Background: an optimization exercise with open tools, aiming at small area. Do not read the settings as production practice.
In this exercise RTL edits were held to simulation tests only and were not proved equivalent to the original.
Power figures rest on the tool's default switching activity, not on a simulated workload.

lane 1:
==> flow/design.v (excerpt) <==
module reg_file_mp
#(
   parameter int DATA_W   = rf_pkg::RF_DATA_W_DEF,
   parameter int ADDR_W   = rf_pkg::RF_ADDR_W_DEF,
   parameter int NRD      = 2,
   parameter int ZERO_REG = 1,
   parameter int BYPASS   = 1
) (
   input  logic                  clk,
   input  logic                  rst,
   input  logic [NRD*ADDR_W-1:0] raddr,
   output logic [NRD*DATA_W-1:0] rdata,
   input  logic                  wa_en,
   input  logic [ADDR_W-1:0]     wa_addr,
   input  logic [DATA_W-1:0]     wa_data,
   input  logic                  wb_en,
   input  logic [ADDR_W-1:0]     wb_addr,
   input  logic [DATA_W-1:0]     wb_data,
   output logic                  busy,
   output logic                  wr_collide
);
Size in the first run: ~1000 flip-flops, roughly 150 I/O pins.
export LEC_CHECK = 0
export CAP_MARGIN = 20
export CORE_MARGIN = 2
export CORE_UTILIZATION = 50
export PLACE_DENSITY = 0.65
export SLEW_MARGIN = 20
export SYNTH_HIERARCHICAL = 1
create_clock -name core_clock -period 10.0 [get_ports {clk}]
standard.sh (not shown) runs the stock make flow with config.mk's settings and CLKGATE_MAP_FILE= SYNTH_SCRIPT=/design/flow/synth_recipe.tcl, a recipe that flattens the netlist after the stock synthesis.
==> flow/flow/run.sh <==
#!/bin/bash
# The standard layout, with two changes: the port buffers use the smallest
# buffer cell, and the clock tree uses clkbuf_8 sink clusters and no dummy
# loads. The full make output goes to standard.log in this folder.
set -euo pipefail
cd "$(dirname "$0")/.."
bash standard.sh \
  "BUFFER_PORTS_ARGS=-buffer_cell sky130_fd_sc_hd__buf_1" \
  "CTS_ARGS=-sink_clustering_enable -repair_clock_nets -sink_clustering_size 25 -sink_clustering_max_diameter 45 -buf_list {sky130_fd_sc_hd__clkbuf_8} -sink_clustering_buffer sky130_fd_sc_hd__clkbuf_8 -dont_use_dummy_load" \
  finish > standard.log 2>&1
Having completed the whole flow, lane 1 delivered a layout that passed the timing, DRC and antenna checks.
#### Input delta (lane 2 over lane 1)
==> flow/flow/run.sh <==
#!/bin/bash
# The standard layout, with two changes: the port buffers use the smallest
# buffer cell, and the clock tree uses larger sink clusters and no dummy
# loads. The full make output goes to standard.log in this folder.
set -euo pipefail
cd "$(dirname "$0")/.."
bash standard.sh \
  "BUFFER_PORTS_ARGS=-buffer_cell sky130_fd_sc_hd__buf_1" \
  "CTS_ARGS=-sink_clustering_enable -repair_clock_nets -sink_clustering_size 40 -sink_clustering_max_diameter 60 -buf_list {sky130_fd_sc_hd__clkbuf_16 sky130_fd_sc_hd__clkbuf_8} -sink_clustering_buffer sky130_fd_sc_hd__clkbuf_16 -dont_use_dummy_load" \
  finish > standard.log 2>&1
==> run summary <==
When lane 2 is measured against lane 1, its count of clock-buffer cells in the layout turns out 51 lower. In the reports for lane 2 and lane 1, the smaller post-route total power belongs to lane 1. Register-to-register setup slack for lane 2 is higher than for lane 1. Any difference in worst slack on hold paths between lane 2 and lane 1 is small enough to ignore. Lane 2 vs lane 1, post-route clock period utilization went down by 0.52 points. Relative to lane 1, total of plain and repair buffers excluding clock buffers has decreased by 0.38% in lane 2. Relative to lane 1, the total non-filler cell area in the finished layout measured on lane 2 has increased slightly. Combinational share of power for lane 2 is lower than for lane 1. Total met2 wirelength after detailed routing across lane 2 and lane 1: no real change.

========
main:
The RTL this note starts from:
==> flow/design.v <==
package rf_pkg;
   localparam int RF_DATA_W_DEF = 32;
   localparam int RF_ADDR_W_DEF = 5;
endpackage
module rf_aoi3 (
   input  logic [2:0] s,
   input  logic [2:0] d,
   output logic       y_n
);
   assign y_n = !((s[0] & d[0]) | (s[1] & d[1]) | (s[2] & d[2]));
endmodule
module rf_nand_red #(
   parameter int N = 11
) (
   input  logic [N-1:0] a_n,
   output logic         y
);
   assign y = !(&a_n);
endmodule
module rf_wcell (
   input  logic h,
   input  logic q,
   input  logic a,
   input  logic wa,
   input  logic b_n,
   input  logic wb_n,
   output logic d
);
   assign d = !((b_n | wb_n) & !((a & wa) | (h & q)));
endmodule
module rf_clear_ctrl
#(
   parameter int ADDR_W = rf_pkg::RF_ADDR_W_DEF
) (
   input  logic clk,
   input  logic rst,
   output logic busy
);
   logic [ADDR_W-1:0] ptr_q;
   logic              busy_q;
   always_ff @(posedge clk) begin
      if (rst) begin
         busy_q <= 1'b1;
         ptr_q  <= '0;
      end else if (busy_q) begin
         ptr_q  <= ptr_q + ADDR_W'(1);
         if (&ptr_q) busy_q <= 1'b0;
      end
   end
   assign busy = busy_q;
endmodule
module reg_file_mp
#(
   parameter int DATA_W   = rf_pkg::RF_DATA_W_DEF,
   parameter int ADDR_W   = rf_pkg::RF_ADDR_W_DEF,
   parameter int NRD      = 2,
   parameter int ZERO_REG = 1,
   parameter int BYPASS   = 1
) (
   input  logic                  clk,
   input  logic                  rst,
   input  logic [NRD*ADDR_W-1:0] raddr,
   output logic [NRD*DATA_W-1:0] rdata,
   input  logic                  wa_en,
   input  logic [ADDR_W-1:0]     wa_addr,
   input  logic [DATA_W-1:0]     wa_data,
   input  logic                  wb_en,
   input  logic [ADDR_W-1:0]     wb_addr,
   input  logic [DATA_W-1:0]     wb_data,
   output logic                  busy,
   output logic                  wr_collide
);
   localparam int DEPTH = 2**ADDR_W;
   localparam int NT = DEPTH + 1;
   localparam int NG = (NT + 2) / 3;
   logic [DATA_W-1:0] mem_q [1:DEPTH-1];
   logic              same_addr;
   logic              coll_q;
   rf_clear_ctrl #(
      .ADDR_W(ADDR_W)
   ) u_clr (
      .clk (clk),
      .rst (rst),
      .busy(busy)
   );
   logic [DATA_W-1:0] wb_data_n;
   assign same_addr = (wa_addr == wb_addr);
   assign wb_data_n = ~wb_data;
   for (genvar r = 1; r < DEPTH; r++) begin : g_row
      logic a_sel, b_sel, h_sel;
      assign a_sel = !busy && wa_en && (wa_addr == ADDR_W'(r));
      assign b_sel = !busy && wb_en && (wb_addr == ADDR_W'(r))
                     && !(wa_en && same_addr);
      assign h_sel = !busy && !(wa_en && (wa_addr == ADDR_W'(r)))
                     && !(wb_en && (wb_addr == ADDR_W'(r)));
      logic [DATA_W-1:0] mem_d;
      for (genvar b = 0; b < DATA_W; b++) begin : g_wbit
         rf_wcell u_wc (
            .h   (h_sel),
            .q   (mem_q[r][b]),
            .a   (a_sel),
            .wa  (wa_data[b]),
            .b_n (!b_sel),
            .wb_n(wb_data_n[b]),
            .d   (mem_d[b])
         );
      end
      always_ff @(posedge clk) begin
         mem_q[r] <= mem_d;
      end
   end
   always_ff @(posedge clk) begin
      if (rst) coll_q <= 1'b0;
      else     coll_q <= wa_en && wb_en && same_addr && !busy;
   end
   assign wr_collide = coll_q;
   for (genvar g = 0; g < NRD; g++) begin : g_rd
      logic [ADDR_W-1:0] ra;
      logic              hit_a, hit_b, ok;
      logic [3*NG-1:0]   sel;
      assign ra    = raddr[g*ADDR_W +: ADDR_W];
      assign ok    = !busy && (ra != '0);
      assign hit_a = wa_en && (wa_addr == ra);
      assign hit_b = wb_en && (wb_addr == ra);
      always_comb begin
         sel    = '0;
         sel[0] = ok && hit_a;
         sel[1] = ok && !hit_a && hit_b;
         for (int r = 1; r < DEPTH; r++)
            sel[r+1] = ok && !hit_a && !hit_b && (ra == ADDR_W'(r));
      end
      for (genvar b = 0; b < DATA_W; b++) begin : g_bit
         logic [3*NG-1:0] src;
         logic [NG-1:0]   part_n;
         always_comb begin
            src    = '0;
            src[0] = wa_data[b];
            src[1] = wb_data[b];
            for (int r = 1; r < DEPTH; r++) src[r+1] = mem_q[r][b];
         end
         for (genvar k = 0; k < NG; k++) begin : g_grp
            rf_aoi3 u_aoi (
               .s  (sel[3*k +: 3]),
               .d  (src[3*k +: 3]),
               .y_n(part_n[k])
            );
         end
         rf_nand_red #(
            .N(NG)
         ) u_red (
            .a_n(part_n),
            .y  (rdata[g*DATA_W + b])
         );
      end
   end
endmodule
Settings: LEC_CHECK=0, CAP_MARGIN=20, CORE_MARGIN=2, CORE_UTILIZATION=40, SLEW_MARGIN=20, SYNTH_HIERARCHICAL=1; clock period 10.0 ns.
==> flow/flow/run.sh <==
#!/bin/bash
# The standard layout, with two changes: the port buffers use the smallest
# buffer cell, and the clock tree uses larger sink clusters and no dummy
# loads. The full make output goes to standard.log in this folder.
set -euo pipefail
cd "$(dirname "$0")/.."
bash standard.sh \
  "BUFFER_PORTS_ARGS=-buffer_cell sky130_fd_sc_hd__buf_1" \
  "CTS_ARGS=-sink_clustering_enable -repair_clock_nets -sink_clustering_size 40 -sink_clustering_max_diameter 60 -buf_list {sky130_fd_sc_hd__clkbuf_16 sky130_fd_sc_hd__clkbuf_8} -sink_clustering_buffer sky130_fd_sc_hd__clkbuf_16 -dont_use_dummy_load" \
  finish > standard.log 2>&1
Inputs modified between main and the feature branch:
- changing CORE_UTILIZATION from 40 to 50
- setting PLACE_DENSITY to 0.65 for the first time
==> flow/flow/run.sh <==
#!/bin/bash
# The standard layout, with two changes: the port buffers use the smallest
# buffer cell, and the clock tree uses clkbuf_8 sink clusters and no dummy
# loads. The full make output goes to standard.log in this folder.
set -euo pipefail
cd "$(dirname "$0")/.."
bash standard.sh \
  "BUFFER_PORTS_ARGS=-buffer_cell sky130_fd_sc_hd__buf_1" \
  "CTS_ARGS=-sink_clustering_enable -repair_clock_nets -sink_clustering_size 25 -sink_clustering_max_diameter 45 -buf_list {sky130_fd_sc_hd__clkbuf_8} -sink_clustering_buffer sky130_fd_sc_hd__clkbuf_8 -dont_use_dummy_load" \
  finish > standard.log 2>&1
--- outcome ---
Measured against each other, the feature branch and main differ in first-pass GRT wire length, the higher figure coming from main. Compared with main, the feature branch shows a higher global-route usage. Comparing main against the feature branch, there is no change at all in synthesized cell count.

what the ideal ports hide:
The flow's constraints put no driver on any port. The routed layouts listed below were extracted and timed again, unchanged, in two steps.
Step 1 assumes that a clkbuf_16 drives the clock port and a buf_2 every other input.
Step 2 times the ports against the registers' clock, not the clock port: input delays grow and output delays shrink by t, the midpoint of the rising clock arrivals with the driver on.
a / b / c = ideal / step 1 / step 2; a / b = the first two.
run | t (ns) | setup WS [ns] | cell pins on the clock port's net
lane 1 | 0.925 | 1.329 / 1.259 / 1.259 | 1
lane 2 | 0.758 | 1.380 / 1.309 / 1.309 | 1
main | 0.773 | 1.436 / 1.405 / 1.405 | 1
the feature branch | 0.923 | 1.622 / 1.592 / 1.592 | 1
After both steps setup and hold are still met in every run listed. The setup slack of lane 2, which loses most, moves by -0.071 ns with the drivers and by -0.071 ns with both steps.
